Source: an optimization exercise on an open RTL-to-GDS flow (aim: small area and a short achievable clock period). Production flows keep margins and buffers that such runs may drop.
At most, simulation tests tie the RTL to the original design; equivalence was not proved.
Function not checked in run 8: the RTL went through the layout flow alone.
In every run shown here, the design's own scripts or RTL, not TritonCTS, make the clock network.
No driver is modelled on the clock port, so clock power and skew are understated where the tree is cut down; a real chip needs a root buffer or a tree.
Power and IR drop assume default switching activity.

$ cat flow/design.v
module strawman_rx_fsm #(
  parameter int DATA_LINE_WIDTH = 40,
  parameter int WORD_SIZE       = 32,
  parameter int TIMEOUT_CYCLES  = 64
) (
  input  logic                       clk,
  input  logic                       rst,
  input  logic [DATA_LINE_WIDTH-1:0] i_flit,
  input  logic                       i_flit_valid,
  output logic [1075:0]              o_protocol_bus,
  output logic                       o_valid,
  input  logic                       i_ready,
  output logic                       o_err,
  output logic                       o_overflow,
  output logic                       o_busy
);
  if (DATA_LINE_WIDTH != 40 || WORD_SIZE != 32 || TIMEOUT_CYCLES < 1) begin : g_bad_cfg
    $error("strawman_rx_fsm: unsupported parameter set");
  end
  logic r_ex, r_dat, r_done, r_busy;
  logic r_valid, r_err, r_ovf;
  logic        rx_mode;
  logic [2:0]  rx_cmd, rx_len;
  logic        rx_azero;           
  logic [31:0] rx_addr;
  logic [5:0]  rx_f1, rx_f2;
  logic [1023:0] rx_data;
  logic [4:0]  r_cnt;
  logic        ob_mode;
  logic [2:0]  ob_cmd, ob_len;
  logic [31:0] ob_addr;
  logic [5:0]  ob_f1, ob_f2;
  logic [1023:0] ob_data;
  logic w_hdr, w_bad, w_good, w_last, w_dwe, w_exwe, w_load, w_hold;
  logic [2:0] h_cmd, h_len;
  logic h_mode;
  assign h_mode = i_flit[0];
  assign h_cmd  = i_flit[4:2];
  assign h_len  = i_flit[7:5];
  assign w_hdr  = !r_busy && i_flit_valid && i_flit[1];
  assign w_bad  = h_cmd > 3'd2 || h_len > 3'd5;
  assign w_good = w_hdr && !w_bad;
  assign w_last = r_cnt == 5'((6'd1 << rx_len) - 6'd1);
  assign w_dwe  = r_dat && i_flit_valid;
  assign w_exwe = r_ex && i_flit_valid;
  assign w_load = r_done && (!r_valid || i_ready);
  assign w_hold = r_valid && !i_ready;
  always_ff @(posedge clk) begin
    if (rst) begin
      r_ex    <= 1'b0;
      r_dat   <= 1'b0;
      r_done  <= 1'b0;
      r_busy  <= 1'b0;
      r_valid <= 1'b0;
      r_err   <= 1'b0;
      r_ovf   <= 1'b0;
    end else begin
      r_ex    <= w_good ? (h_mode && h_cmd != 3'd2) : (r_ex && !i_flit_valid);
      r_dat   <= w_good ? (h_cmd != 3'd0 && !(h_mode && h_cmd != 3'd2)) :
                 w_exwe ? (rx_cmd != 3'd0) : (r_dat && !(i_flit_valid && w_last));
      r_done  <= w_good ? (!h_mode && h_cmd == 3'd0) :
                 (w_exwe && rx_cmd == 3'd0) || (w_dwe && w_last);
      r_busy  <= w_good || (r_busy && !r_done);
      r_valid <= w_load || w_hold;
      r_err   <= w_hdr && w_bad;
      if (r_done && !w_load) r_ovf <= 1'b1;
    end
  end
  always_ff @(posedge clk) begin
    if (w_good) begin
      rx_mode  <= h_mode;
      rx_cmd   <= h_cmd;
      rx_len   <= h_len;
      rx_azero <= h_mode || h_cmd == 3'd2;
      rx_f1    <= i_flit[13:8];
      rx_f2    <= i_flit[19:14];
      rx_addr  <= i_flit[39:8];
      r_cnt    <= 5'd0;
    end else begin
      if (w_exwe) begin
        rx_addr  <= i_flit[31:0];
        rx_azero <= 1'b0;
      end
      if (w_dwe) r_cnt <= r_cnt + 5'd1;
    end
  end
  for (genvar k = 0; k < 32; k++) begin : g_word
    logic w_sel, w_we;
    assign w_sel = r_dat && r_cnt == 5'(k);
    assign w_we  = w_sel && i_flit_valid;
    always_ff @(posedge clk)
      rx_data[32*k +: 32] <= (i_flit[31:0] & {32{w_we}}) | (rx_data[32*k +: 32] & {32{r_dat}});
  end
  always_ff @(posedge clk) begin
    ob_mode <= (rx_mode & w_load) | (ob_mode & w_hold);
    ob_cmd  <= (rx_cmd & {3{w_load}}) | (ob_cmd & {3{w_hold}});
    ob_len  <= (rx_len & {3{w_load}}) | (ob_len & {3{w_hold}});
    ob_addr <= (rx_addr & {32{w_load && !rx_azero}}) | (ob_addr & {32{w_hold}});
    ob_f1   <= (rx_f1 & {6{w_load && rx_mode}}) | (ob_f1 & {6{w_hold}});
    ob_f2   <= (rx_f2 & {6{w_load && rx_mode}}) | (ob_f2 & {6{w_hold}});
    ob_data <= (rx_data & {1024{w_load}}) | (ob_data & {1024{w_hold}});
  end
  assign o_protocol_bus = {ob_f2, ob_f1, ob_data, ob_addr, ob_len, ob_cmd, 1'b1, ob_mode};
  assign o_valid    = r_valid;
  assign o_err      = r_err;
  assign o_overflow = r_ovf;
  assign o_busy     = r_busy;
endmodule
$ cat flow/flow/run.sh
#!/bin/bash
cp standard.sh standard.sh.txt
export BUFFER_PORTS_ARGS="-buffer_cell sky130_fd_sc_hd__buf_2"
export PRE_CTS_TCL="$(pwd)/flow/cts_hook.tcl"
export MCTS_REGIONS=4
export MCTS_CLUSTER=30
bash standard.sh MATCH_CELL_FOOTPRINT=0 finish > standard.log 2>&1
$ cat flow/flow/cts_hook.tcl
source [file join [file dirname [info script]] mcts.tcl]
mcts_build $::env(MCTS_REGIONS) $::env(MCTS_CLUSTER)
set_propagated_clock [all_clocks]
rename clock_tree_synthesis orfs_clock_tree_synthesis_unused
proc clock_tree_synthesis { args } {
  puts "clock tree built by cts_hook.tcl; TritonCTS not run"
}
$ cat flow/flow/mcts.tcl
# Manual two-level clock tree: the clock port drives NQ root clkbuf_16 (one per region),
# each root drives the clkbuf_16 leaf buffers of its region, each leaf drives about CS flip-flops.
proc mcts_centroid { its } {
  set sx 0; set sy 0
  foreach it $its {
    set b [[$it getInst] getBBox]
    set sx [expr {$sx + ([$b xMin]+[$b xMax])/2}]
    set sy [expr {$sy + ([$b yMin]+[$b yMax])/2}]
  }
  set n [llength $its]
  return [list [expr {$sx/$n}] [expr {$sy/$n}]]
}
proc mcts_xy { it } {
  set b [[$it getInst] getBBox]
  return [list [expr {([$b xMin]+[$b xMax])/2}] [expr {([$b yMin]+[$b yMax])/2}]]
}
# split items (list of {x y payload}) into k groups of equal count, in strips along x then y
proc mcts_grid { items k } {
  set n [llength $items]
  set kx [expr {max(1, int(round(sqrt($k))))}]
  set ky [expr {max(1, int(ceil(double($k)/$kx)))}]
  set byx [lsort -real -index 0 $items]
  set groups {}
  set per [expr {double($n)/$kx}]
  for {set i 0} {$i < $kx} {incr i} {
    set a [expr {int(round($i*$per))}]; set b [expr {int(round(($i+1)*$per))-1}]
    set strip [lsort -real -index 1 [lrange $byx $a $b]]
    set m [llength $strip]
    set per2 [expr {double($m)/$ky}]
    for {set j 0} {$j < $ky} {incr j} {
      set c [expr {int(round($j*$per2))}]; set d [expr {int(round(($j+1)*$per2))-1}]
      set g [lrange $strip $c $d]
      if {[llength $g]} { lappend groups $g }
    }
  }
  return $groups
}
proc mcts_build { nq cs } {
  set block [ord::get_db_block]
  set db [ord::get_db]
  set master [$db findMaster sky130_fd_sc_hd__clkbuf_16]
  set clk [$block findNet clk]
  set items {}
  foreach it [$clk getITerms] {
    if {[[$it getMTerm] getIoType] ne "INPUT"} continue
    lassign [mcts_xy $it] x y
    lappend items [list $x $y $it]
  }
  set regions [mcts_grid $items $nq]
  set r 0
  foreach reg $regions {
    set nl [expr {max(1, int(round(double([llength $reg])/$cs)))}]
    set clusters [mcts_grid $reg $nl]
    set rnet [odb::dbNet_create $block "clknet_r$r"]
    $rnet setSigType CLOCK
    set rinst [odb::dbInst_create $block $master "clkbuf_r$r"]
    set lx 0; set ly 0; set l 0
    foreach cl $clusters {
      set its {}
      foreach e $cl { lappend its [lindex $e 2] }
      lassign [mcts_centroid $its] cx cy
      set lnet [odb::dbNet_create $block "clknet_r${r}_l$l"]
      $lnet setSigType CLOCK
      set linst [odb::dbInst_create $block $master "clkbuf_r${r}_l$l"]
      $linst setLocation [expr {int($cx)}] [expr {int($cy)}]
      $linst setPlacementStatus PLACED
      [$linst findITerm A] connect $rnet
      [$linst findITerm X] connect $lnet
      foreach it $its { $it disconnect; $it connect $lnet }
      set lx [expr {$lx + $cx}]; set ly [expr {$ly + $cy}]
      incr l
    }
    $rinst setLocation [expr {int($lx/$l)}] [expr {int($ly/$l)}]
    $rinst setPlacementStatus PLACED
    [$rinst findITerm A] connect $clk
    [$rinst findITerm X] connect $rnet
    puts "mcts: region $r: [llength $reg] sinks, $l leaves"
    incr r
  }
}
$ cat flow/standard.sh
#!/bin/bash
# synth_recipe.tcl (not shown) runs the flow's synth.tcl, then flattens the netlist and writes it again
# the make line also repeats each setting of config.mk as NAME=value (left out here)
make -C /OpenROAD-flow-scripts/flow DESIGN_CONFIG=/design/flow/config.mk WORK_HOME=/design/flow/orfs CLKGATE_MAP_FILE= SYNTH_SCRIPT=/design/flow/synth_recipe.tcl "${@:-finish}"
$ cat flow/config.mk
export PLATFORM = sky130hd
export DESIGN_NAME = strawman_rx_fsm
export DESIGN_NICKNAME = strawman_rx_fsm
export VERILOG_FILES = /design/flow/design.v
export SDC_FILE = /design/flow/constraint.sdc
export NUM_CORES = 4
export LEC_CHECK = 0
export CAP_MARGIN = 20
export CORE_MARGIN = 2
export CORE_UTILIZATION = 38
export SETUP_SLACK_MARGIN = 2.8
export SLEW_MARGIN = 20
$ cat flow/constraint.sdc
create_clock -name core_clock -period 5.0 [get_ports {clk}]
set_input_delay 1.0000 -clock core_clock [delete_from_list [all_inputs] [get_ports {clk}]]
set_output_delay 1.0000 -clock core_clock [all_outputs]
set_load 0.01 [all_outputs]
==> flow_summary.ini, run 1 <==
[yosys]
synth_edf_count = 52
synth_xor_area_frac = 0.00106
synthFlopType = dfxtp_1
synth_seq_area_share = 0.661
ys_async_sr_fraction = 0
yosys_warnings = 1
yosys.area.top_type = dfxtp_1
syn_nets = 5133
synth.ff_latch_count = 2163
yosys.area_share.simple = 0.0131
synth_compound_area_frac = 0.280
yosysUniqueCellTypes = 52
synth_area_leaders = dfxtp_1 64%, a22o_1 28%, edfxtp_1 2.4%, clkbuf_1 1.6%, buf_2 1.5%
synth_area_per_cell_sq_um = 13.0
synthMuxAreaShare = 0.000151
netlist_instances = 5082
synth_fa_ha_area_frac = 0.00132
netlist_area_sq_um = 66300
synth_top_family_by_area = compound AO/OA/AOI/OAI gates
synth_top_cell_area_share = 0.638

[cells_and_area]
drive_gt1_frac = 0.241
num-nets-final = 5880
final_area_sq_um = 76200
nFillCells = 16050
syn_to_final_growth_pct = 14.9
instances_no_fill = 8153

[placement]
place_area_sq_um = 73000
preCtsSetupSlack_ns = 1.76
gp_congestion = 0.803
dp_cells = 8006
portBuffers = 1122
dp_hpwl_microns = 139000

[critical_path]
crit_path_start_kind = input pin
crit_fanout = 19
critPathKind = input pin to flip-flop
regToRegStartpoint = r_dat
crit_arrival_ns = 2.72
crit_path_start = i_flit[30]
worst_ep_required_time_ns = 5.51
endpoint_kind = flip-flop

[routing]
vias_per_cell = 5.76
drt_iter0_markers = 4885
drc = 0
wl_per_cell_microns = 29.8
routed-via-count = 46960
ant_nets = 0
drt_wl_total_microns = 243000
drtPass1Iterations = 5

[floorplanning]
fp.dieW_microns = 422
core_sq_um = 174000
dieHeight_microns = 422
rows = 153
die-area_sq_um = 178000
io_pins = 1124
start_util = 0.382

[timing]
rsz0062_at_grt = yes
fin_crit_ns = 2.21
slew-limit-headroom = 0.209
final.period_utilization = 0.441
fin_ws_ns = 2.79
fin_worst_skew_ns = 0.0305
worst_pin_slew_ns = 1.19
setup_viol = 0
hold_viol_final = 0
finalMaxSlewViolations = 0
timing.hold.ws_ns = 0.468
fmax_ghz = 0.453
fin_tns_setup_ns = 0

[power]
power.density_nw_per_um2 = 343
peakVddDrop_uv = 369
p_leak_uw = 0.0326

[global_routing]
grt_pass1_vias = 42827
grt_max_degree = 215
grt_antenna_before_repair = 7
grt_pass1_wl_microns = 335000
grt_overflow = 0
track_usage = 0.254

[run]
cap_viol_max_count = 0

[hold_path]
hold_path.class = flip-flop to flip-flop
min-delay-start = rx_addr[31]

[clocking]
clk_pin_slew_ns = 0.10
clk_latency_ns = 0.58
hold_buffers = 0

[run_status]
status = no timing/DRC/antenna violations
final timing paths:
path,to,slack (ns),cells past startpoint
max reg2reg,rx_data[66],2.80,3
min,ob_addr[31],0.47,1
min reg2reg,ob_addr[31],0.47,1
max,rx_data[574],2.79,3
layout by cell type, fill, tap and decap left out, types with 5 or more instances in the layout:
master	netlist	final
dfxtp_2	0	8
inv_1	5	5
dfxtp_1	2111	2102
and3_1	5	5
clkbuf_16	0	94
buf_2	198	1090
nand2_1	96	94
buf_16	0	11
a22o_1	2098	2098
buf_12	0	22
ha_1	7	6
nor2_2	18	17
nor2_1	21	15
buf_4	86	94
nor2_4	0	17
edfxtp_1	52	52
buf_6	1	18
layout make-up:
class,count,area (sq um),share of cell area
Multi-Input combinational cell,2324,19900,0.261
Buffer,84,2100,0.0276
Timing Repair Buffer,1250,7410,0.0973
Tap cell,2325,2910,0.0382
Sequential cell,2163,43800,0.576
Inverter,6,22.5,0.000296
Antenna cell,1,2.50,0.0000329
sequential cells by signal, indices dropped and copies added (netlist names):
name      count
rx_f2         6
r_err         1
r_ex          1
ob_f1         6
r_dat         1
rx_addr      32
rx_azero      1
rx_mode       1
r_busy        1
ob_data    1024
r_cnt         5
rx_len        3
ob_cmd        3
ob_mode       1
r_valid       1
ob_addr      32
r_done        1
r_ovf         1
rx_data    1024
ob_len        3
rx_f1         6
rx_cmd        3
ob_f2         6
through the flow:
step | utilization | power, uW
floorplan | - | 18000
global placement | 0.420 | 18400
detailed placement | 0.420 | 18400
CTS | 0.437 | 26200
global route | 0.439 | 26800
finish | 0.439 | 26100
metal layers:
| layer | vias to the layer above | GRT usage | part of all wire | routed length, microns |
|---|---|---|---|---|
| met5 | - | 0 | 0.000053 | 13 |
| met4 | 2 | 0.0928 | 0.045 | 10800 |
| met3 | 358 | 0.0441 | 0.067 | 16200 |
| met2 | 1879 | 0.421 | 0.47 | 115000 |
| met1 | 24053 | 0.332 | 0.42 | 101000 |
| li1 | 20668 | - | - | - |
worst max-delay path, stage by stage:
cell    delay (ns)
buf_2         0.75
buf_4         0.61
a22o_1        0.22
power by group:
part	switching (uW)	internal, uW	leakage (uW)
registers	29.2	17300	0.0175
clock network	5070	2990	0.00104
logic	632	98.7	0.0141
cell usage after synthesis, types with 2 or more instances:
cell	instances
dfxtp_1	2111
nor3_2	2
nand3_2	5
nor2b_1	3
nor2_2	18
inv_1	5
a211oi_1	3
a21oi_1	4
nand2b_1	3
xor2_1	4
buf_2	198
and3_1	5
buf_1	30
or3_1	2
nor3b_1	2
o211a_1	2
ha_1	7
and2_1	4
nor2_1	21
or2_2	3
xnor2_1	4
edfxtp_1	52
buf_4	86
a21o_1	2
nand2_1	96
clkbuf_1	285
a22o_1	2098
nand4_1	3
kinds of logic (layout without fill, tap and decap cells):
kind of cell,after synthesis,count (layout)
AOI/OAI and AO/OA,2120,2120
and+or+nand+nor,176,187
other,1,2
xor gates and xnor gates,8,8
DFF,2163,2163
adders and majority gates,7,7
buffers and inverters,606,1340
muxes,1,1
what timing repair did:
action,4_1_cts,5_1_grt
setup endpoints to repair,2000,831
gates cloned,17,5
gates resized for setup,49,22
buffers inserted,38,1
pin swaps,18,0
==> run 2, diff against run 1 <==
--- a/flow/config.mk
+++ b/flow/config.mk
@@ -7,6 +7,6 @@
 export LEC_CHECK = 0
 export CAP_MARGIN = 20
 export CORE_MARGIN = 2
-export CORE_UTILIZATION = 38
+export CORE_UTILIZATION = 42
 export SETUP_SLACK_MARGIN = 2.8
 export SLEW_MARGIN = 20
==> run 2 against run 1 <==
Against the previous run:
- clock skew grew 0.0032 ns
- clock power barely moved
- largest cell class unchanged
- total power is essentially flat
- still clean on timing, DRC and antenna
==> flow_summary.ini, run 2 <==
[critical_path]
critPathBufInv = 1
crit_fanout = 2
max_stage_delay_ns = 0.36
critPathSlowestCell = dfxtp_1
crit_path_start_kind = flip-flop
crit_family = flip-flops
endpoint_kind = output pin
regToRegStartpoint = rx_len[1]
critPathKind = flip-flop to output pin
crit_path_start = ob_data[731]
path_cells = buf_2
crit_arrival_ns = 1.18
worst_ep_required_time_ns = 4.00

[routing]
wl_met1_microns = 101000
routed-via-count = 46738
drt_iter0_markers = 4899
drc = 0
drt_wl_total_microns = 240000
ant_nets = 0
top_layer = met5
vias_per_cell = 5.93
wl_met2_microns = 109000
wl_per_cell_microns = 30.5
drtPass1Iterations = 6
met3_length_microns = 19500

[yosys]
yosys.area.top_type = dfxtp_1
yosysUniqueCellTypes = 52
synth_common_cells = 2111 x dfxtp_1, 2098 x a22o_1, 285 x clkbuf_1, 198 x buf_2, 96 x nand2_1
yosysMostFrequentCell = dfxtp_1
ys_async_sr_fraction = 0
synthFlopType = dfxtp_1
netlist_area_sq_um = 66300
synth_area_per_cell_sq_um = 13.0
syn_nets = 5133
synth_edf_count = 52
netlist_instances = 5082
synth.ff_latch_count = 2163
synth_seq_area_share = 0.661
synth_area_leaders = dfxtp_1 64%, a22o_1 28%, edfxtp_1 2.4%, clkbuf_1 1.6%, buf_2 1.5%
synth_top_cell_area_share = 0.638
yosys_warnings = 1

[run]
cap_viol_max_count = 0

[power]
power.density_nw_per_um2 = 345
p_leak_uw = 0.0325
peakVddDrop_uv = 368

[placement]
dp_cells = 7746
gp_congestion = 0.806
dp_hpwl_microns = 141000
portBuffers = 1122

[cells_and_area]
fin_util = 0.484
syn_to_final_growth_pct = 14.1
final_cell_mix = 2104 x dfxtp_1, 2098 x a22o_1, 1093 x buf_2, 94 x nand2_1, 90 x clkbuf_16
instances_no_fill = 7881
reg_top3 = ob_data (1024), rx_data (1024)
nFillCells = 14048
drive_gt1_frac = 0.239
num-nets-final = 5870
final_common_cell = dfxtp_1

[timing]
finalMaxSlewViolations = 0
fin_tns_setup_ns = 0
setup_viol = 0
fmax_ghz = 0.459
slew-limit-headroom = 0.200
final.period_utilization = 0.436
fin_crit_ns = 2.18
fin_worst_skew_ns = 0.0337
worst_pin_slew_ns = 1.20
rsz0062_at_grt = yes
hold_viol_final = 0

[clocking]
clk_latency_ns = 0.59
clk_pin_slew_ns = 0.12

[floorplanning]
dieHeight_microns = 401
core_sq_um = 156000
fp.dieW_microns = 401
rows = 145
io_pins = 1124
die-area_sq_um = 161000
start_util = 0.424

[hold_path]
min-delay-start = rx_data[615]
hold_path.class = flip-flop to flip-flop

[global_routing]
grt_pass1_wl_microns = 333000
grt_overflow = 0
track_usage = 0.278
grt_pass1_vias = 42872
grt_antenna_before_repair = 13
grt_max_degree = 224

[run_status]
status = no timing/DRC/antenna violations
## run 2: cell counts after synthesis
Identical to the previous run, type by type.
## run 2: power by group
group          total [uW]  switching (uW)  internal, uW
sequential          17300            28.5         17300
combinational         715             610           105
clock                8070            5090          2990
total               26100            5720         20400
## run 2: area by class of cell
type                       instances  area (sq um)  area share
sequential                      2163         43800       0.579
inverter                           6          22.5    0.000298
buffer                            84          2100      0.0278
antenna                            6          15.0    0.000198
tap                             2058          2570      0.0340
multi-input combinational       2320         19800       0.262
timing repair buffer            1244          7290      0.0963
## run 2: metal layers
metal  track usage  vias to the layer above
li1              -                    20637
met1         0.370                    23960
met2         0.444                     1819
met3        0.0656                      320
met4        0.0938                        2
met5             0                        -
## run 2: final timing paths
check / end / slack (ns) / depth (start not counted)
max: o_protocol_bus[771] / 2.82 / 1
min: ob_data[615] / 0.46 / 1
max reg2reg: r_done / 2.89 / 6
min reg2reg: ob_data[615] / 0.46 / 1
## run 2: worst register-to-register path, stage by stage, from the launching register on
cell and delay [ns]:
edfxtp_1 0.43, or3_1 0.44, ha_2 0.23, nor3b_1 0.15, o31a_1 0.27, o2111a_1 0.28, o211a_1 0.22
## run 2: cells by family after synthesis
| logic type | synth area share |
|---|---|
| other cells | 0.0000566 |
| fa+ha+maj | 0.00132 |
| simple gates | 0.0131 |
| buf+inv | 0.0430 |
| mux | 0.000151 |
| compound gates | 0.280 |
| xor+xnor | 0.00106 |
| flops | 0.661 |
## run 2: what timing repair did
action / CTS / global route
hold endpoints to repair: 0 / 0
setup buffers: 27 / 5
gates resized for setup: 50 / 31
setup endpoints to repair: 1774 / 842
pin swaps: 12 / 4
hold buffers: 0 / 0
gates cloned: 10 / 3
## run 2: metrics by stage
stage	power, uW	worst slack (ns)	hold slack (ns)	instance area (sq um)
finish	26100	2.82	0.457	75700
global route	26800	2.77	0.471	75600
CTS	26200	2.77	0.462	75400
detailed placement	18400	1.83	0.438	72700
global placement	18400	1.93	0.427	72600
floorplan	18000	2.56	0.428	66300
==> run 3, diff against run 2 <==
--- a/flow/config.mk
+++ b/flow/config.mk
@@ -7,6 +7,6 @@
 export LEC_CHECK = 0
 export CAP_MARGIN = 20
 export CORE_MARGIN = 2
-export CORE_UTILIZATION = 42
+export CORE_UTILIZATION = 40
 export SETUP_SLACK_MARGIN = 2.8
 export SLEW_MARGIN = 20
==> run 3 against run 2 <==
Against the previous run:
- still clean on timing, DRC and antenna
- total power hardly changed
- register-to-register slack hardly changed
- wire length is 2.8% higher
- clock skew is 0.0022 ns lower
- critical path type unchanged
- critical endpoint is now o_protocol_bus[778]
==> flow_summary.ini, run 3 <==
[run_status]
status = no timing/DRC/antenna violations

[global_routing]
grt_antenna_before_repair = 10
grt_pass1_vias = 43437
grt_pass1_wl_microns = 339000
grt_overflow = 0
track_usage = 0.272
grt_max_degree = 207

[placement]
portBuffers = 1122
dp_hpwl_microns = 142000
gp_congestion = 0.809
dp_cells = 7874

[timing]
fin_tns_setup_ns = 0
fin_crit_ns = 2.19
hold_viol_final = 0
finalMaxSlewViolations = 0
rsz0062_at_grt = no
fin_worst_skew_ns = 0.0315
fmax_ghz = 0.457
worst_pin_slew_ns = 1.16
setup_viol = 0
slew-limit-headroom = 0.225
final.period_utilization = 0.438

[routing]
top_layer = met5
wl_met1_microns = 103000
vias_per_cell = 5.91
routed-via-count = 47554
wl_met2_microns = 113000
drc = 0
drt_wl_total_microns = 247000
ant_nets = 0
drt_iter0_markers = 4592
drtPass1Iterations = 5
wl_per_cell_microns = 30.7
met3_length_microns = 20500

[power]
p_leak_uw = 0.0328
power.density_nw_per_um2 = 342
peakVddDrop_uv = 364

[yosys]
synth_area_leaders = dfxtp_1 64%, a22o_1 28%, edfxtp_1 2.4%, clkbuf_1 1.6%, buf_2 1.5%
synth_seq_area_share = 0.661
synth_compound_area_frac = 0.280
synth_common_cells = 2111 x dfxtp_1, 2098 x a22o_1, 285 x clkbuf_1, 198 x buf_2, 96 x nand2_1
yosysUniqueCellTypes = 52
syn_nets = 5133
yosys.area_share.simple = 0.0131
netlist_area_sq_um = 66300
synth_top_cell_area_share = 0.638
synthFlopType = dfxtp_1
ys_async_sr_fraction = 0
yosysMostFrequentCell = dfxtp_1
synth_top_family_by_area = compound AO/OA/AOI/OAI gates
synth_fa_ha_area_frac = 0.00132
synth_area_per_cell_sq_um = 13.0
synth_xor_area_frac = 0.00106
netlist_instances = 5082
synth_edf_count = 52
yosys_warnings = 1
synth.ff_latch_count = 2163
yosys.area.top_type = dfxtp_1
synthMuxAreaShare = 0.000151

[critical_path]
max_stage_delay_ns = 0.35
crit_arrival_ns = 1.19
critPathBufInv = 1
path_cells = buf_2
endpoint_kind = output pin
crit_family = flip-flops
crit_path_start = ob_data[738]
crit_path_start_kind = flip-flop
reg2regPathDepth = 6
regToRegStartpoint = rx_len[1]
cp_num_cells = 1
worstSetupEndpoint = o_protocol_bus[778]
critPathKind = flip-flop to output pin
crit_fanout = 2
timing.rr.end = r_done
reg2reg_slack_ns = 2.88
worst_ep_required_time_ns = 4.00
critPathSlowestCell = dfxtp_1

[floorplanning]
rows = 149
dieHeight_microns = 411
core_sq_um = 165000
fp.dieW_microns = 411
start_util = 0.402
io_pins = 1124
die-area_sq_um = 169000

[run]
cap_viol_max_count = 0

[cells_and_area]
drive_gt1_frac = 0.243
regArea_sq_um = 43800
nFillCells = 14965
final_cell_mix = 2104 x dfxtp_1, 2098 x a22o_1, 1090 x buf_2, 98 x clkbuf_16, 95 x buf_4
multi_input_area_sq_um = 19900
reg_top3 = ob_data (1024), rx_data (1024)
num-nets-final = 5899
final_common_cell = dfxtp_1
instances_no_fill = 8040
syn_to_final_growth_pct = 15.2

[hold_path]
hold_path.class = flip-flop to flip-flop

[clocking]
hold_buffers = 0
clk_pin_slew_ns = 0.10
clk_latency_ns = 0.58
run 3: cell counts after synthesis:
Identical to the previous run, type by type.
run 3: layout make-up:
cell class                      instances  area share
Timing Repair Buffer                 1270       0.102
Tap cell                             2189      0.0359
Antenna cell                            5    0.000164
Sequential cell                      2163       0.574
Multi-Input combinational cell       2323       0.260
Inverter                                6    0.000295
Buffer                                 84      0.0275
run 3: how the worst min path moves through the flow:
stage | from | endpoint | slack [ns] | cells past startpoint
after detailed placement | ob_mode | ob_mode | 0.44 | 1
after floorplan | ob_mode | ob_mode | 0.43 | 1
final | ob_mode | ob_mode | 0.46 | 1
after global routing | rx_addr[17] | ob_addr[17] | 0.48 | 1
after global placement | ob_mode | ob_mode | 0.43 | 1
after CTS | ob_mode | ob_mode | 0.46 | 1
run 3: cell families after synthesis:
| logic type | after synthesis |
|---|---|
| AOI/OAI and AO/OA | 2120 |
| and+or+nand+nor | 176 |
| other | 1 |
| adders and majority gates | 7 |
| muxes | 1 |
| DFF | 2163 |
| buffers and inverters | 606 |
| xor gates and xnor gates | 8 |
run 3: per-layer routing:
metal / GRT usage / up-vias
met3: 0.0658 / 345
met5: 0 / -
li1: - / 20714
met1: 0.360 / 24571
met2: 0.434 / 1920
met4: 0.0918 / 4
run 3: metrics by stage:
stage | util | setup WS, ns | hold WS, ns | area (sq um) | total power, uW
2_1_floorplan | - | 2.56 | 0.428 | 66300 | 18000
3_3_place_gp | 0.442 | 1.72 | 0.428 | 72800 | 18400
3_5_place_dp | 0.442 | 1.70 | 0.438 | 72800 | 18400
4_1_cts | 0.462 | 2.73 | 0.462 | 76100 | 26200
5_1_grt | 0.463 | 2.80 | 0.481 | 76300 | 26800
6_report | 0.463 | 2.81 | 0.460 | 76300 | 26100
run 3: report_power, final:
part	switching [uW]	total (uW)	internal, uW
clock	5090	8080	2990
combinational	625	725	99.7
sequential	28.0	17300	17300
run 3: what timing repair did:
action | 4_1_cts | 5_1_grt
buffers inserted | 41 | 7
setup endpoints to repair | 2019 | 1043
gates cloned | 23 | 6
pin swaps | 18 | 3
endpoints found under the hold margin | 0 | 0
gates resized for setup | 70 | 20
==> run 4, diff against run 3 <==
--- a/flow/config.mk
+++ b/flow/config.mk
@@ -8,5 +8,6 @@
 export CAP_MARGIN = 20
 export CORE_MARGIN = 2
 export CORE_UTILIZATION = 40
+export PLACE_DENSITY = 0.45
 export SETUP_SLACK_MARGIN = 2.8
 export SLEW_MARGIN = 20
==> run 4 against run 3 <==
Against the previous run:
- final area fell by 0.38%
- sequential cell count did not move
- worst setup slack got worse by 0.00099 ns
- critical endpoint is now o_protocol_bus[71]
- wire length rose by 11%
- still clean on timing, DRC and antenna
- cell count fell by 0.37%
- via count fell by 1.7%
- utilization fell by 0.18 points
==> flow_summary.ini, run 4 <==
[global_routing]
grt_pass1_vias = 42899
grt_pass1_wl_microns = 369000
grt_antenna_before_repair = 24
grt_max_degree = 189
track_usage = 0.303
grt_overflow = 0

[clocking]
clk_pin_slew_ns = 0.11
hold_buffers = 0
clk_latency_ns = 0.59

[timing]
fin_worst_skew_ns = 0.0320
rsz0062_at_grt = no
hold_viol_final = 0
fin_crit_ns = 2.19
final.period_utilization = 0.438
slew-limit-headroom = 0.229
fmax_ghz = 0.457
timing.hold.ws_ns = 0.464
fin_tns_setup_ns = 0
setup_viol = 0
worst_pin_slew_ns = 1.16
finalMaxSlewViolations = 0

[critical_path]
crit_fanout = 2
crit_path_start_kind = flip-flop
endpoint_kind = output pin
reg2regPathDepth = 6
path_cells = buf_2
crit_family = flip-flops
timing.rr.end = r_done
critPathKind = flip-flop to output pin
crit_path_start = ob_data[31]
cp_num_cells = 1
crit_arrival_ns = 1.19
max_stage_delay_ns = 0.38
critPathSlowestCell = dfxtp_1
worst_ep_required_time_ns = 4.00
regToRegStartpoint = rx_len[1]
reg2reg_slack_ns = 2.88
critPathBufInv = 1

[placement]
dp_hpwl_microns = 163000
place_area_sq_um = 72800
portBuffers = 1122
gp_congestion = 0.778

[cells_and_area]
final_area_sq_um = 76000
final_cell_mix = 2100 x dfxtp_1, 2098 x a22o_1, 1054 x buf_2, 94 x nand2_1, 94 x clkbuf_16
drive_gt1_frac = 0.240
reg_top3 = ob_data (1024), rx_data (1024)
final_common_cell = dfxtp_1
num-nets-final = 5871
syn_to_final_growth_pct = 14.7

[routing]
drtPass1Iterations = 5
vias_per_cell = 5.84
routed-via-count = 46766
drc = 0
ant_nets = 0
drt_iter0_markers = 4518
wl_per_cell_microns = 34.1
drt_wl_total_microns = 273000

[power]
power.density_nw_per_um2 = 346
p_leak_uw = 0.0325
peakVddDrop_uv = 419

[yosys]
synth_common_cells = 2111 x dfxtp_1, 2098 x a22o_1, 285 x clkbuf_1, 198 x buf_2, 96 x nand2_1
yosys_warnings = 1
ys_async_sr_fraction = 0
netlist_instances = 5082
netlist_area_sq_um = 66300
yosysMostFrequentCell = dfxtp_1
yosysUniqueCellTypes = 52
synth.ff_latch_count = 2163
yosys.area.top_type = dfxtp_1
synth_seq_area_share = 0.661
synth_area_per_cell_sq_um = 13.0
synthFlopType = dfxtp_1
syn_nets = 5133
synth_edf_count = 52
synth_area_leaders = dfxtp_1 64%, a22o_1 28%, edfxtp_1 2.4%, clkbuf_1 1.6%, buf_2 1.5%
synth_top_cell_area_share = 0.638

[run]
cap_viol_max_count = 0

[hold_path]
min_to = ob_addr[13]
min-delay-start = rx_addr[13]
hold_depth = 1
hold_path.class = flip-flop to flip-flop

[floorplanning]
die-area_sq_um = 169000
rows = 149
core_sq_um = 165000
start_util = 0.402
dieHeight_microns = 411
fp.dieW_microns = 411
io_pins = 1124

[run_status]
status = no timing/DRC/antenna violations
run 4: cell counts after synthesis:
No cell type changed its count.
run 4: how the worst max path moves through the flow:
stage | endpoint | slack, ns
floorplan | rx_addr[0] | 2.56
global placement | r_done | 1.54
detailed placement | r_done | 1.49
CTS | o_protocol_bus[7] | 2.80
global route | o_protocol_bus[1075] | 2.80
finish | o_protocol_bus[71] | 2.81
run 4: repair_timing:
action	in CTS	in global routing
pin swaps	15	5
setup endpoints to repair	2097	661
resized for setup	95	36
gates cloned	19	3
setup buffers	24	6
run 4: stage by stage:
step,setup WS (ns),total power (uW),instances,util
after floorplan,2.56,18000,5082,-
after global placement,1.54,18400,7871,0.442
after detailed placement,1.49,18400,7871,0.442
after CTS,2.80,26500,7998,0.460
after global routing,2.80,27100,8009,0.461
final,2.81,26300,8010,0.461
run 4: layout make-up:
class	instances	area [sq um]
sequential	2163	43800
tap	2189	2740
inverter	6	22.5
buffer	84	2100
antenna	3	7.51
timing repair buffer	1241	7430
multi-input combinational	2324	19900
fill	15030	88800
run 4: metal layers:
layer	vias to the layer above	share of wire	track usage
li1	20708	-	-
met1	24243	0.43	0.403
met2	1564	0.46	0.488
met3	249	0.078	0.0755
met4	2	0.034	0.0835
met5	-	0.000066	0
run 4: logic make-up after synthesis:
group,Yosys count,share of synthesized area
buf+inv,606,0.0430
compound gates,2120,0.280
mux,1,0.000151
xor+xnor,8,0.00106
simple gates,176,0.0131
other cells,1,0.0000566
fa+ha+maj,7,0.00132
flops,2163,0.661
run 4: power breakdown:
part | leakage (uW) | internal [uW] | switching, uW
sequential | 0.0175 | 17300 | 31.6
combinational | 0.0140 | 105 | 631
clock | 0.00104 | 2990 | 5280
total | 0.0325 | 20400 | 5940
==> run 5, diff against run 4 <==
--- a/flow/config.mk
+++ b/flow/config.mk
@@ -8,6 +8,6 @@
 export CAP_MARGIN = 20
 export CORE_MARGIN = 2
 export CORE_UTILIZATION = 40
-export PLACE_DENSITY = 0.45
+export PLACE_DENSITY = 0.52
 export SETUP_SLACK_MARGIN = 2.8
 export SLEW_MARGIN = 20
==> run 5 against run 4 <==
Against the previous run:
- sequential power is essentially flat
- synthesized cell count is the same
- synthesized area is the same
- hold slack lost 0.00091 ns
- largest power group unchanged
- clock power shrank 1%
- critical path depth grew 4
- utilization shrank 0.25 points
- sequential cell count is the same
- register-to-register slack lost 0.05 ns
- maximum frequency grew 0.50%
==> flow_summary.ini, run 5 <==
[global_routing]
track_usage = 0.277
grt_pass1_wl_microns = 343000
grt_antenna_before_repair = 15
grt_max_degree = 212
grt_overflow = 0
grt_pass1_vias = 42558

[yosys]
yosysMostFrequentCell = dfxtp_1
yosys.area.top_type = dfxtp_1
synth_seq_area_share = 0.661
netlist_area_sq_um = 66300
netlist_instances = 5082
synth_compound_area_frac = 0.280
yosys.area_share.simple = 0.0131
synth_top_family_by_area = compound AO/OA/AOI/OAI gates
synth.ff_latch_count = 2163
synth_top_cell_area_share = 0.638
syn_nets = 5133
synthMuxAreaShare = 0.000151
synth_xor_area_frac = 0.00106
ys_async_sr_fraction = 0
synth_area_leaders = dfxtp_1 64%, a22o_1 28%, edfxtp_1 2.4%, clkbuf_1 1.6%, buf_2 1.5%
synth_edf_count = 52
synth_fa_ha_area_frac = 0.00132
yosysUniqueCellTypes = 52
synth_area_per_cell_sq_um = 13.0
synthFlopType = dfxtp_1
synth_common_cells = 2111 x dfxtp_1, 2098 x a22o_1, 285 x clkbuf_1, 198 x buf_2, 96 x nand2_1
yosys_warnings = 1

[run_status]
status = no timing/DRC/antenna violations

[critical_path]
endpoint_kind = flip-flop
critPathKind = input pin to flip-flop
reg2reg_slack_ns = 2.83
critPathBufInv = 3
crit_top_cell = buf_16
max_stage_delay_ns = 0.47
crit_path_start_kind = input pin
critPathSlowestCell = buf_16
crit_fanout = 106
path_cells = buf_2, nor2b_4, buf_16, buf_16, a22o_1
reg2regPathDepth = 3
regToRegStartpoint = r_dat
crit_arrival_ns = 2.70
timing.rr.end = rx_data[878]
crit_family = buffers and inverters
worst_ep_required_time_ns = 5.52

[power]
peakVddDrop_uv = 355
power.density_nw_per_um2 = 347
p_leak_uw = 0.0325
power.total_uw = 26200

[timing]
finalMaxSlewViolations = 0
setup_viol = 0
fin_worst_skew_ns = 0.0199
rsz0062_at_grt = yes
fin_tns_setup_ns = 0
fmax_ghz = 0.459
slew-limit-headroom = 0.203
fin_crit_ns = 2.18
hold_viol_final = 0
worst_pin_slew_ns = 1.20
final.period_utilization = 0.436

[clocking]
clk_pin_slew_ns = 0.11
clk_latency_ns = 0.58
hold_buffers = 0

[routing]
routed-via-count = 46437
vias_per_cell = 5.80
wl_per_cell_microns = 31.4
drtPass1Iterations = 5
drc = 0
ant_nets = 0
drt_iter0_markers = 4434
drt_wl_total_microns = 251000

[hold_path]
hold_depth = 1
min-delay-start = rx_f2[1]
hold_path.class = flip-flop to flip-flop
min_to = ob_f2[1]

[placement]
portBuffers = 1122
dp_hpwl_microns = 148000
gp_congestion = 0.810

[floorplanning]
dieHeight_microns = 411
die-area_sq_um = 169000
start_util = 0.402
io_pins = 1124
rows = 149
core_sq_um = 165000
fp.dieW_microns = 411

[cells_and_area]
final_cell_mix = 2098 x a22o_1, 2097 x dfxtp_1, 1090 x buf_2, 94 x nand2_1, 91 x buf_4
syn_to_final_growth_pct = 14.1
drive_gt1_frac = 0.239
reg_top3 = ob_data (1024), rx_data (1024)
final_common_cell = a22o_1
num-nets-final = 5859

[run]
cap_viol_max_count = 0
-- run 5: cell counts after synthesis --
Identical to the previous run, type by type.
-- run 5: worst max-delay path by stage --
stage                   start            to  slack [ns]  cells past startpoint
floorplan           i_flit[6]    rx_addr[0]        2.56                      6
global placement    i_flit[2]      rx_f1[3]        1.37                      5
detailed placement  i_flit[2]        r_done        1.33                      7
CTS                 rx_len[1]        r_done        2.72                      6
global route          i_ready  ob_data[693]        2.78                      5
finish                i_ready  ob_data[631]        2.82                      5
-- run 5: kinds of logic (layout without fill, tap and decap cells) --
kind of cell / after synthesis / count (layout)
AO/OA/AOI/OAI: 2120 / 2120
XOR/XNOR: 8 / 8
adder cells (fa/ha/maj): 7 / 7
buffers and inverters: 606 / 1323
flip-flops: 2163 / 2163
multiplexers: 1 / 1
other: 1 / 9
AND/OR/NAND/NOR: 176 / 183
-- run 5: power by group --
group | leakage, uW | switching (uW) | internal, uW | total, uW
registers | 0.0175 | 29.6 | 17300 | 17300
clock network | 0.00104 | 5160 | 2990 | 8150
logic | 0.0139 | 625 | 99.3 | 724
total | 0.0325 | 5820 | 20400 | 26200
-- run 5: final cells by class --
cell class / count / area, sq um
diodes: 8 / 20.0
plain buffers: 84 / 2100
fillers: 15160 / 89200
inverters: 6 / 27.5
multi-input cells: 2320 / 19800
flip-flops and latches: 2163 / 43800
well taps: 2189 / 2740
repair buffers: 1233 / 7070
-- run 5: worst register-to-register path, delay by kind of cell, from the launching register on --
kind | cells | cell delay, ns
buffers and inverters | 2 | 1.08
AO/OA/AOI/OAI | 1 | 0.62
flip-flops | 1 | 0.42
-- run 5: routing by layer --
layer	share of wire	vias to the layer above	track usage	wire, microns
li1	-	20660	-	-
met1	0.42	23811	0.371	107000
met2	0.46	1655	0.442	115000
met3	0.076	309	0.0624	19000
met4	0.041	2	0.0932	10400
met5	0.000080	-	0	20
-- run 5: timing repair --
action                      CTS  global route
pin swaps                    10             3
resized for setup            51            33
gates cloned                 12             2
setup buffers                14             7
setup endpoints to repair  1953           936
-- run 5: metrics by stage --
stage                      util  area, sq um  hold WS [ns]  instances  setup slack [ns]
final                     0.459        75600         0.464       8003              2.82
after global routing      0.459        75600         0.482       7997              2.78
after CTS                 0.458        75400         0.465       7986              2.72
after detailed placement  0.442        72800         0.440       7876              1.33
after global placement    0.442        72800         0.434       7875              1.37
after floorplan               -        66300         0.428       5082              2.56
==> run 6, diff against run 5 <==
--- a/flow/flow/run.sh
+++ b/flow/flow/run.sh
@@ -4,4 +4,6 @@
 export PRE_CTS_TCL="$(pwd)/flow/cts_hook.tcl"
 export MCTS_REGIONS=4
 export MCTS_CLUSTER=30
+export PRE_RESIZE_TCL="$(pwd)/flow/resize_hook.tcl"
+export MAX_FANOUT_LIMIT=16
 bash standard.sh MATCH_CELL_FOOTPRINT=0 finish > standard.log 2>&1
==> flow/flow/resize_hook.tcl (new file) <==
# PRE_RESIZE hook: limit fanout, so that repair_design builds buffer trees for the
# high-fanout control nets (the output register's load and hold, the receive buffer's
# keep and word enables) instead of long chains of large buffers.
set_max_fanout $::env(MAX_FANOUT_LIMIT) [current_design]
--- a/flow/config.mk
+++ b/flow/config.mk
@@ -8,6 +8,5 @@
 export CAP_MARGIN = 20
 export CORE_MARGIN = 2
 export CORE_UTILIZATION = 40
-export PLACE_DENSITY = 0.52
 export SETUP_SLACK_MARGIN = 2.8
 export SLEW_MARGIN = 20
==> run 6 against run 5 <==
Against the previous run:
- die area stayed put
- sequential share of layout area is 3.3 points lower
- first-iteration DRC count is 12% higher
- global-route usage is 2.1 points higher
- sequential power hardly changed
- total power is 0.54% higher
- cell count is 5.5% higher
- critical path type unchanged
- largest cell class unchanged
- largest power group unchanged
==> flow_summary.ini, run 6 <==
[run_status]
status = no timing/DRC/antenna violations

[yosys]
yosysUniqueCellTypes = 52
yosys.area.top_type = dfxtp_1
netlist_instances = 5082
synth_area_leaders = dfxtp_1 64%, a22o_1 28%, edfxtp_1 2.4%, clkbuf_1 1.6%, buf_2 1.5%
synth_top_cell_area_share = 0.638
yosys_warnings = 1
synth_common_cells = 2111 x dfxtp_1, 2098 x a22o_1, 285 x clkbuf_1, 198 x buf_2, 96 x nand2_1
netlist_area_sq_um = 66300
synth_area_per_cell_sq_um = 13.0
synth_edf_count = 52
synth.ff_latch_count = 2163
ys_async_sr_fraction = 0
synthFlopType = dfxtp_1
synth_seq_area_share = 0.661
yosysMostFrequentCell = dfxtp_1
syn_nets = 5133

[critical_path]
endpoint_kind = flip-flop
max_stage_delay_ns = 0.22
crit_fanout = 8
crit_path_start_kind = input pin
path_cells = buf_8, nor2b_4, buf_4, buf_12, buf_12, buf_12, buf_6, buf_12, buf_12, buf_12, buf_12, buf_12, clkbuf_16, a22o_1
crit_arrival_ns = 2.80
crit_top_cell = buf_12
critPathKind = input pin to flip-flop
worst_ep_required_time_ns = 5.46
critPathSlowestCell = a22o_1

[placement]
dp_hpwl_microns = 189000
preCtsSetupSlack_ns = -4.38
dp_cells = 8249
gp_congestion = 0.809
portBuffers = 1122

[global_routing]
grt_pass1_wl_microns = 367000
track_usage = 0.299
grt_pass1_vias = 46042
grt_max_degree = 29
grt_antenna_before_repair = 19
grt_overflow = 0

[timing]
fin_crit_ns = 2.34
finalMaxSlewViolations = 0
fmax_ghz = 0.428
timing.hold.ws_ns = 0.463
final.period_utilization = 0.468
worst_pin_slew_ns = 1.05
setup_viol = 0
rsz0062_at_grt = yes
hold_viol_final = 0
fin_worst_skew_ns = 0.0231
fin_ws_ns = 2.66
slew-limit-headroom = 0.301

[routing]
drt_iter0_markers = 4944
drtPass1Iterations = 5
wl_per_cell_microns = 31.9
routed-via-count = 50092
ant_nets = 0
drc = 0
drt_wl_total_microns = 269000
vias_per_cell = 5.93

[power]
power.density_nw_per_um2 = 329
p_leak_uw = 0.0355
peakVddDrop_uv = 361

[floorplanning]
core_sq_um = 165000
rows = 149
io_pins = 1124
dieHeight_microns = 411
fp.dieW_microns = 411
start_util = 0.402
die-area_sq_um = 169000

[cells_and_area]
final_cell_mix = 2102 x dfxtp_1, 2098 x a22o_1, 1120 x buf_2, 183 x buf_4, 99 x clkbuf_16
num-nets-final = 6291
instances_no_fill = 8442
drive_gt1_frac = 0.285
nFillCells = 14657
regArea_sq_um = 43800
reg_top3 = ob_data (1024), rx_data (1024)
syn_to_final_growth_pct = 21.0
multi_input_area_sq_um = 19800
final_common_cell = dfxtp_1

[run]
cap_viol_max_count = 0

[clocking]
clk_pin_slew_ns = 0.10
clk_latency_ns = 0.58

[hold_path]
hold_path.class = flip-flop to flip-flop
## run 6: worst paths after layout
kind	from	end	slack, ns	cells after the start
setup reg to reg	r_valid	ob_data[339]	2.68	13
hold reg to reg	ob_mode	ob_mode	0.46	1
hold / removal	ob_mode	ob_mode	0.46	1
setup / recovery	i_ready	ob_data[339]	2.66	14
## run 6: final cells by class
| cell class | count | area share |
|---|---|---|
| Sequential cell | 2163 | 0.547 |
| Multi-Input combinational cell | 2313 | 0.247 |
| Timing Repair Buffer | 1672 | 0.145 |
| Tap cell | 2189 | 0.0342 |
| Buffer | 84 | 0.0262 |
| Antenna cell | 15 | 0.000468 |
| Inverter | 6 | 0.000281 |
## run 6: per-stage QoR
stage	power (uW)	instance area, sq um	TNS (ns)	utilization
2_1_floorplan	18000	66300	0	-
3_3_place_gp	18400	72800	0	0.442
3_5_place_dp	18600	76300	-2039.43	0.463
4_1_cts	26300	78500	0	0.477
5_1_grt	27000	80200	0	0.486
6_report	26400	80200	0	0.487
## run 6: where the power goes
part           internal [uW]  total, uW  switching (uW)
sequential             17300      17300            29.0
clock                   2990       8110            5120
combinational            176        912             735
## run 6: critical path, delay by kind of cell
kind	cells	cell delay [ns]
and+or+nand+nor	1	0.04
buffers and inverters	12	1.51
AOI/OAI and AO/OA	1	0.22
## run 6: kinds of logic (layout without fill, tap and decap cells)
kind of cell / after synthesis / in the layout / synth area share
AO/OA/AOI/OAI: 2120 / 2120 / 0.280
XOR/XNOR: 8 / 8 / 0.00106
adder cells (fa/ha/maj): 7 / 7 / 0.00132
buffers and inverters: 606 / 1762 / 0.0430
flip-flops: 2163 / 2163 / 0.661
multiplexers: 1 / 1 / 0.000151
other: 1 / 16 / 0.0000566
AND/OR/NAND/NOR: 176 / 176 / 0.0131
## run 6: repair_timing
action | CTS | global route
cloned | 4 | 11
setup endpoints to repair | 2205 | 2065
gates resized for setup | 1052 | 561
hold buffers | 0 | 0
pin swaps | 7 | 11
hold endpoints to repair | 0 | 0
setup buffers | 32 | 47
## run 6: routing by layer
layer,up-vias,global-route usage,part of all wire
met2,2418,0.472,0.45
li1,21547,-,-
met1,25648,0.385,0.40
met5,-,0,0.000078
met3,475,0.0720,0.090
met4,4,0.141,0.057
==> run 7, diff against run 6 <==
--- a/flow/flow/run.sh
+++ b/flow/flow/run.sh
@@ -5,5 +5,5 @@
 export MCTS_REGIONS=4
 export MCTS_CLUSTER=30
 export PRE_RESIZE_TCL="$(pwd)/flow/resize_hook.tcl"
-export MAX_FANOUT_LIMIT=16
+export MAX_FANOUT_LIMIT=32
 bash standard.sh MATCH_CELL_FOOTPRINT=0 finish > standard.log 2>&1
==> run 7 against run 6 <==
Against the previous run:
- critical path depth decreased by 13
- critical path type is now flip-flop to output pin
- die area unchanged
- sequential cell count unchanged
==> flow_summary.ini, run 7 <==
[placement]
portBuffers = 1122
dp_hpwl_microns = 160000
gp_congestion = 0.809
preCtsSetupSlack_ns = -1.10

[floorplanning]
io_pins = 1124
die-area_sq_um = 169000
core_sq_um = 165000
fp.dieW_microns = 411
start_util = 0.402
rows = 149
dieHeight_microns = 411

[routing]
vias_per_cell = 5.93
routed-via-count = 48387
drt_iter0_markers = 4849
drtPass1Iterations = 5
wl_per_cell_microns = 31.4
drt_wl_total_microns = 257000
drc = 0
ant_nets = 0

[cells_and_area]
syn_to_final_growth_pct = 17.4
final_cell_mix = 2103 x dfxtp_1, 2098 x a22o_1, 1099 x buf_2, 127 x buf_4, 99 x clkbuf_16
regArea_sq_um = 43800
final_common_cell = dfxtp_1
drive_gt1_frac = 0.259
num-nets-final = 6021
reg_top3 = ob_data (1024), rx_data (1024)
multi_input_area_sq_um = 19900
nFillCells = 14780

[yosys]
synth_common_cells = 2111 x dfxtp_1, 2098 x a22o_1, 285 x clkbuf_1, 198 x buf_2, 96 x nand2_1
synth_area_per_cell_sq_um = 13.0
yosysMostFrequentCell = dfxtp_1
syn_nets = 5133
yosysUniqueCellTypes = 52
synth_xor_area_frac = 0.00106
synth_top_family_by_area = compound AO/OA/AOI/OAI gates
yosys_warnings = 1
synthFlopType = dfxtp_1
synth.ff_latch_count = 2163
synth_fa_ha_area_frac = 0.00132
netlist_instances = 5082
yosys.area_share.simple = 0.0131
synth_top_cell_area_share = 0.638
synth_compound_area_frac = 0.280
synth_seq_area_share = 0.661
synth_area_leaders = dfxtp_1 64%, a22o_1 28%, edfxtp_1 2.4%, clkbuf_1 1.6%, buf_2 1.5%
synthMuxAreaShare = 0.000151
synth_edf_count = 52
netlist_area_sq_um = 66300
ys_async_sr_fraction = 0
yosys.area.top_type = dfxtp_1

[critical_path]
crit_path_start_kind = flip-flop
endpoint_kind = output pin
crit_fanout = 2
reg2reg_slack_ns = 2.86
critPathKind = flip-flop to output pin
critPathSlowestCell = dfxtp_1
max_stage_delay_ns = 0.36
critPathBufInv = 1
worst_ep_required_time_ns = 4.00
crit_family = flip-flops
crit_arrival_ns = 1.20
path_cells = buf_2

[timing]
fin_ws_ns = 2.80
setup_viol = 0
fin_crit_ns = 2.20
final.period_utilization = 0.440
slew-limit-headroom = 0.231
fmax_ghz = 0.454
fin_worst_skew_ns = 0.0304
hold_viol_final = 0
timing.hold.ws_ns = 0.456
finalMaxSlewViolations = 0
rsz0062_at_grt = yes
worst_pin_slew_ns = 1.15

[hold_path]
hold_path.class = flip-flop to flip-flop

[power]
p_sw_frac = 0.221
pwr-share-seq = 0.661
combPwrFrac = 0.030
p_switching_uw = 5800
p_clk_frac = 0.308
p_leak_uw = 0.0335
power.density_nw_per_um2 = 337
p_int_uw = 20400
peakVddDrop_uv = 357

[global_routing]
grt_pass1_wl_microns = 350000
grt_antenna_before_repair = 19
track_usage = 0.283
grt_max_degree = 33
grt_pass1_vias = 44552
grt_overflow = 0

[run_status]
status = no timing/DRC/antenna violations

[run]
cap_viol_max_count = 0

[clocking]
clk_latency_ns = 0.58
clk_pin_slew_ns = 0.10
run 7: cell types whose count changed in the layout (fill, tap and decap cells not counted), sizes merged:
cell	before	now
dlymetal6s2s	34	0
nor2b	3	4
diode	15	5
nor2	39	47
buf	1499	1347
clkdlybuf4s50	6	0
clkbuf	217	130
run 7: worst register-to-register path: stages, from the launching register on:
cell and delay, ns:
edfxtp_1 0.47, or3_4 0.41, ha_2 0.21, o211a_1 0.13, o31a_1 0.30, o2111a_2 0.30, o211a_1 0.22
run 7: repair_timing:
item                        CTS  global route
setup buffers                38            16
gates cloned                 14            10
setup endpoints to repair  2190          1389
hold buffers                  0             0
pin swaps                    17             3
gates resized for setup     382           100
run 7: layout make-up:
type                    instances  share of cell area
diodes                          5            0.000161
inverters                       6            0.000289
well taps                    2189              0.0352
flip-flops and latches       2163               0.563
repair buffers               1393               0.119
multi-input cells            2322               0.255
plain buffers                  84              0.0270
run 7: power by group through the flow:
stage	Combinational, uW	Clock [uW]	Sequential (uW)
after floorplan	307	0	17700
after global placement	679	0	17700
after detailed placement	747	0	17700
after CTS	772	8120	17300
after global routing	802	8700	17400
final	796	8090	17300
run 7: final timing paths:
kind / start / endpoint / depth (start not counted)
worst max-delay path: ob_data[738] / o_protocol_bus[778] / 1
worst min-delay path: ob_mode / ob_mode / 1
worst max register to register: rx_len[0] / r_done / 6
worst min register to register: ob_mode / ob_mode / 1
run 7: layer usage:
metal / global-route usage / wire, microns / vias up
met2: 0.455 / 117000 / 2250
met5: 0 / 40 / -
met1: 0.369 / 104000 / 24768
met3: 0.0656 / 23000 / 413
met4: 0.105 / 12900 / 6
li1: - / - / 20950
run 7: kinds of logic after synthesis:
family / count (synthesis)
flops: 2163
compound gates: 2120
buf+inv: 606
simple gates: 176
xor+xnor: 8
fa+ha+maj: 7
other cells: 1
mux: 1
run 7: through the flow:
stage | instance area (sq um) | setup TNS [ns] | instances | power (uW) | utilization
4_1_cts | 77100 | 0 | 8131 | 26200 | 0.468
2_1_floorplan | 66300 | 0 | 5082 | 18000 | -
5_1_grt | 77800 | 0 | 8158 | 26900 | 0.472
3_5_place_dp | 73600 | -239.32 | 7995 | 18500 | 0.447
3_3_place_gp | 72800 | 0 | 7872 | 18400 | 0.442
6_report | 77800 | 0 | 8162 | 26200 | 0.472
==> run 8, diff against run 7 <==
--- a/flow/design.v
+++ b/flow/design.v
@@ -25,7 +25,7 @@
   logic [31:0] rx_addr;
   logic [5:0]  rx_f1, rx_f2;
   logic [1023:0] rx_data;
-  logic [4:0]  r_cnt;
+  logic [31:0] r_sel;             
   logic        ob_mode;
   logic [2:0]  ob_cmd, ob_len;
   logic [31:0] ob_addr;
@@ -40,7 +40,16 @@
   assign w_hdr  = !r_busy && i_flit_valid && i_flit[1];
   assign w_bad  = h_cmd > 3'd2 || h_len > 3'd5;
   assign w_good = w_hdr && !w_bad;
-  assign w_last = r_cnt == 5'((6'd1 << rx_len) - 6'd1);
+  always_comb begin
+    case (rx_len)
+      3'd0:    w_last = r_sel[0];
+      3'd1:    w_last = r_sel[1];
+      3'd2:    w_last = r_sel[3];
+      3'd3:    w_last = r_sel[7];
+      3'd4:    w_last = r_sel[15];
+      default: w_last = r_sel[31];
+    endcase
+  end
   assign w_dwe  = r_dat && i_flit_valid;
   assign w_exwe = r_ex && i_flit_valid;
   assign w_load = r_done && (!r_valid || i_ready);
@@ -67,7 +76,7 @@
     end
   end
   always_ff @(posedge clk) begin
-    if (w_good) begin
+    if (!r_busy) begin
       rx_mode  <= h_mode;
       rx_cmd   <= h_cmd;
       rx_len   <= h_len;
@@ -75,18 +84,18 @@
       rx_f1    <= i_flit[13:8];
       rx_f2    <= i_flit[19:14];
       rx_addr  <= i_flit[39:8];
-      r_cnt    <= 5'd0;
+      r_sel    <= 32'h1;
     end else begin
       if (w_exwe) begin
         rx_addr  <= i_flit[31:0];
         rx_azero <= 1'b0;
       end
-      if (w_dwe) r_cnt <= r_cnt + 5'd1;
+      if (w_dwe) r_sel <= {r_sel[30:0], 1'b0};
     end
   end
   for (genvar k = 0; k < 32; k++) begin : g_word
     logic w_sel, w_we;
-    assign w_sel = r_dat && r_cnt == 5'(k);
+    assign w_sel = r_dat && r_sel[k];
     assign w_we  = w_sel && i_flit_valid;
     always_ff @(posedge clk)
       rx_data[32*k +: 32] <= (i_flit[31:0] & {32{w_we}}) | (rx_data[32*k +: 32] & {32{r_dat}});
==> flow/flow/run.sh (replaced) <==
#!/bin/bash
cp standard.sh standard.sh.txt
export BUFFER_PORTS_ARGS="-buffer_cell sky130_fd_sc_hd__buf_2"
export PRE_CTS_TCL="$(pwd)/flow/cts_hook.tcl"
export MCTS_REGIONS=4
export MCTS_CLUSTER=30
bash standard.sh MATCH_CELL_FOOTPRINT=0 finish > standard.log 2>&1
removed: flow/flow/resize_hook.tcl
==> run 8 against run 7 <==
Against the previous run:
- critical path depth is 6 higher
- hold slack improved by 0.0041 ns
- worst setup slack better by 0.023 ns
==> flow_summary.ini, run 8 <==
[routing]
drtPass1Iterations = 5
drc = 0
routed-via-count = 47075
drt_iter0_markers = 4862
vias_per_cell = 5.90
ant_nets = 0
wl_per_cell_microns = 30.1
drt_wl_total_microns = 240000

[floorplanning]
rows = 150
core_sq_um = 167000
dieHeight_microns = 414
fp.dieW_microns = 414
start_util = 0.403
io_pins = 1124
die-area_sq_um = 171000

[hold_path]
hold_path.class = flip-flop to flip-flop

[cells_and_area]
syn_to_final_growth_pct = 12.8
final_area_sq_um = 75900
drive_gt1_frac = 0.237
num-nets-final = 5822
reg_top3 = ob_data (1024), rx_data (1024)
instances_no_fill = 7984
final_cell_mix = 2136 x dfxtp_1, 2098 x a22o_1, 1088 x buf_2, 93 x clkbuf_16, 90 x buf_4
final_common_cell = dfxtp_1

[yosys]
synth_top_cell_area_share = 0.637
yosysMostFrequentCell = dfxtp_1
ys_async_sr_fraction = 0
yosysUniqueCellTypes = 36
yosys.area_share.simple = 0.00733
synth_seq_area_share = 0.660
synthMuxAreaShare = 0.00584
netlist_area_sq_um = 67200
synth_top_family_by_area = compound AO/OA/AOI/OAI gates
yosys.area.top_type = dfxtp_1
synth_compound_area_frac = 0.277
yosys_warnings = 1
synth_area_per_cell_sq_um = 13.2
syn_nets = 5139
synth_xor_area_frac = 0
synth.ff_latch_count = 2190
synthFlopType = dfxtp_1
netlist_instances = 5095
synth_edf_count = 52
synth_common_cells = 2138 x dfxtp_1, 2098 x a22o_1, 276 x clkbuf_1, 181 x buf_2, 72 x buf_6
synth_area_leaders = dfxtp_1 64%, a22o_1 27%, edfxtp_1 2.3%, clkbuf_1 1.5%, buf_2 1.3%
synth_fa_ha_area_frac = 0

[placement]
portBuffers = 1122
dp_hpwl_microns = 138000
place_area_sq_um = 73200
gp_congestion = 0.803
preCtsSetupSlack_ns = 1.53
dp_cells = 7870

[critical_path]
crit_path_start_kind = input pin
worstSetupEndpoint = ob_data[414]
reg2reg_slack_ns = 2.85
max_stage_delay_ns = 0.40
worst_ep_required_time_ns = 5.52
path_cells = buf_2, nor2b_4, nor2b_4, buf_12, buf_12, buf_16, a22o_1
crit_fanout = 119
endpoint_kind = flip-flop
crit_path_start = i_ready
timing.rr.end = ob_data[414]
regToRegStartpoint = r_done
reg2regPathDepth = 5
critPathKind = input pin to flip-flop
critPathSlowestCell = buf_16
crit_arrival_ns = 2.70

[global_routing]
grt_pass1_wl_microns = 331000
grt_pass1_vias = 42299
grt_overflow = 0
grt_antenna_before_repair = 17
grt_max_degree = 169
track_usage = 0.259

[run]
cap_viol_max_count = 0

[power]
p_clk_frac = 0.309
peakVddDrop_uv = 361
pwr-share-seq = 0.665
power.density_nw_per_um2 = 348
p_leak_uw = 0.0325
combPwrFrac = 0.026
p_int_uw = 20600
p_sw_frac = 0.219
p_switching_uw = 5770

[timing]
hold_viol_final = 0
fin_tns_setup_ns = 0
rsz0062_at_grt = no
fin_crit_ns = 2.18
fin_worst_skew_ns = 0.0246
fmax_ghz = 0.459
final.period_utilization = 0.436
worst_pin_slew_ns = 1.19
setup_viol = 0
slew-limit-headroom = 0.206
fin_ws_ns = 2.82
finalMaxSlewViolations = 0

[run_status]
status = no timing/DRC/antenna violations

[clocking]
clk_pin_slew_ns = 0.11
clk_latency_ns = 0.58
hold_buffers = 0
-- run 8: changes by cell type in the layout (fill, tap and decap cells not counted), sizes merged, moves of 28 or more --
| cell | previous run | this run |
|---|---|---|
| nand2 | 96 | 12 |
| buf | 1347 | 1213 |
| and3 | 5 | 33 |
| a21oi | 4 | 35 |
| clkbuf | 130 | 96 |
| mux2 | 0 | 32 |
-- run 8: kinds of logic (layout without fill, tap and decap cells) --
family / after synthesis / in the layout
other: 1 / 5
multiplexers: 34 / 34
AND/OR/NAND/NOR: 97 / 99
AO/OA/AOI/OAI: 2141 / 2141
buffers and inverters: 632 / 1311
flip-flops: 2190 / 2190
-- run 8: metrics by stage --
step / hold slack, ns / utilization / total power [uW]
floorplan: 0.428 / - / 18200
global placement: 0.435 / 0.438 / 18600
detailed placement: 0.440 / 0.438 / 18600
CTS: 0.464 / 0.454 / 26500
global route: 0.473 / 0.454 / 27100
finish: 0.460 / 0.454 / 26400
-- run 8: cell type report --
| cell class | count | area, sq um |
|---|---|---|
| repair buffers | 1225 | 7030 |
| flip-flops and latches | 2190 | 44400 |
| diodes | 4 | 10.0 |
| plain buffers | 84 | 2100 |
| inverters | 2 | 8.76 |
| fillers | 15252 | 91200 |
| well taps | 2204 | 2760 |
| multi-input cells | 2275 | 19600 |
-- run 8: timing repair --
| action | 4_1_cts | 5_1_grt |
|---|---|---|
| setup buffers | 7 | 6 |
| pin swaps | 0 | 0 |
| endpoints found under the setup margin | 1827 | 479 |
| resized for setup | 39 | 7 |
| gates cloned | 11 | 2 |
-- run 8: critical path: cells and delay by family --
family	cells	cell delay, ns
simple gates	2	0.28
compound gates	1	0.24
buf+inv	4	0.91
-- run 8: power groups by stage --
stage / registers [uW] / clock network (uW) / logic (uW)
2_1_floorplan: 18000 / 0 / 277
3_3_place_gp: 18000 / 0 / 655
3_5_place_dp: 18000 / 0 / 653
4_1_cts: 17600 / 8220 / 673
5_1_grt: 17600 / 8800 / 684
6_report: 17600 / 8150 / 680
-- run 8: how the worst min path moves through the flow --
| stage | depth (start not counted) | slack, ns | endpoint | start |
|---|---|---|---|---|
| detailed placement | 1 | 0.44 | ob_addr[13] | rx_addr[13] |
| CTS | 1 | 0.46 | ob_f2[1] | rx_f2[1] |
| global route | 2 | 0.47 | r_sel[0] | r_sel[0] |
| finish | 1 | 0.46 | ob_addr[0] | rx_addr[0] |
| floorplan | 1 | 0.43 | ob_mode | ob_mode |
| global placement | 1 | 0.43 | ob_mode | ob_mode |
-- run 8: per-layer routing --
metal	global-route usage	wire (microns)	up-vias
met1	0.340	99000	24197
li1	-	-	20571
met3	0.0447	16900	361
met5	0	19	-
met4	0.0915	10300	2
met2	0.431	114000	1944

## static timing again, ports no longer ideal
The flow's constraints put no driver on any port. The routed layouts listed below were extracted and timed again, unchanged, in two steps.
Step 1 (the two cells are an assumption about what drives the block):
set clk [get_ports {clk}]
set_driving_cell -lib_cell sky130_fd_sc_hd__clkbuf_16 $clk
set_driving_cell -lib_cell sky130_fd_sc_hd__buf_2 [delete_from_list [all_inputs] $clk]
Step 2 times the ports against the registers' clock, not the clock port: input delays grow and output delays shrink by t, the midpoint of the rising clock arrivals with the driver on.
a / b / c = no drivers / after step 1 / after step 2; a / b = the first two.
run | t (ns) | setup WS [ns] | hold slack, ns | worst data-port slew with drivers (ns)
run 1 | 0.758 | 2.793 / 2.622 / 2.178 | 0.468 / 0.468 / 0.468 | 0.12
run 2 | 0.770 | 2.820 / 2.621 / 2.165 | 0.457 / 0.457 / 0.457 | 0.15
run 3 | 0.750 | 2.811 / 2.623 / 2.092 | 0.460 / 0.460 / 0.460 | 0.24
run 4 | 0.770 | 2.810 / 2.616 / 2.109 | 0.464 / 0.465 / 0.465 | 0.20
run 5 | 0.760 | 2.821 / 2.630 / 2.085 | 0.464 / 0.464 / 0.464 | 0.28
run 6 | 0.781 | 2.661 / 2.587 / 1.985 | 0.463 / 0.463 / 0.463 | 0.26
run 7 | 0.764 | 2.798 / 2.603 / 2.100 | 0.456 / 0.456 / 0.456 | 0.25
run 8 | 0.762 | 2.820 / 2.635 / 2.181 | 0.460 / 0.460 / 0.460 | 0.11
After both steps every run listed still meets setup and hold. For run 5, which loses most, drivers alone change the setup slack by -0.191 ns; drivers and shift together by -0.736 ns.
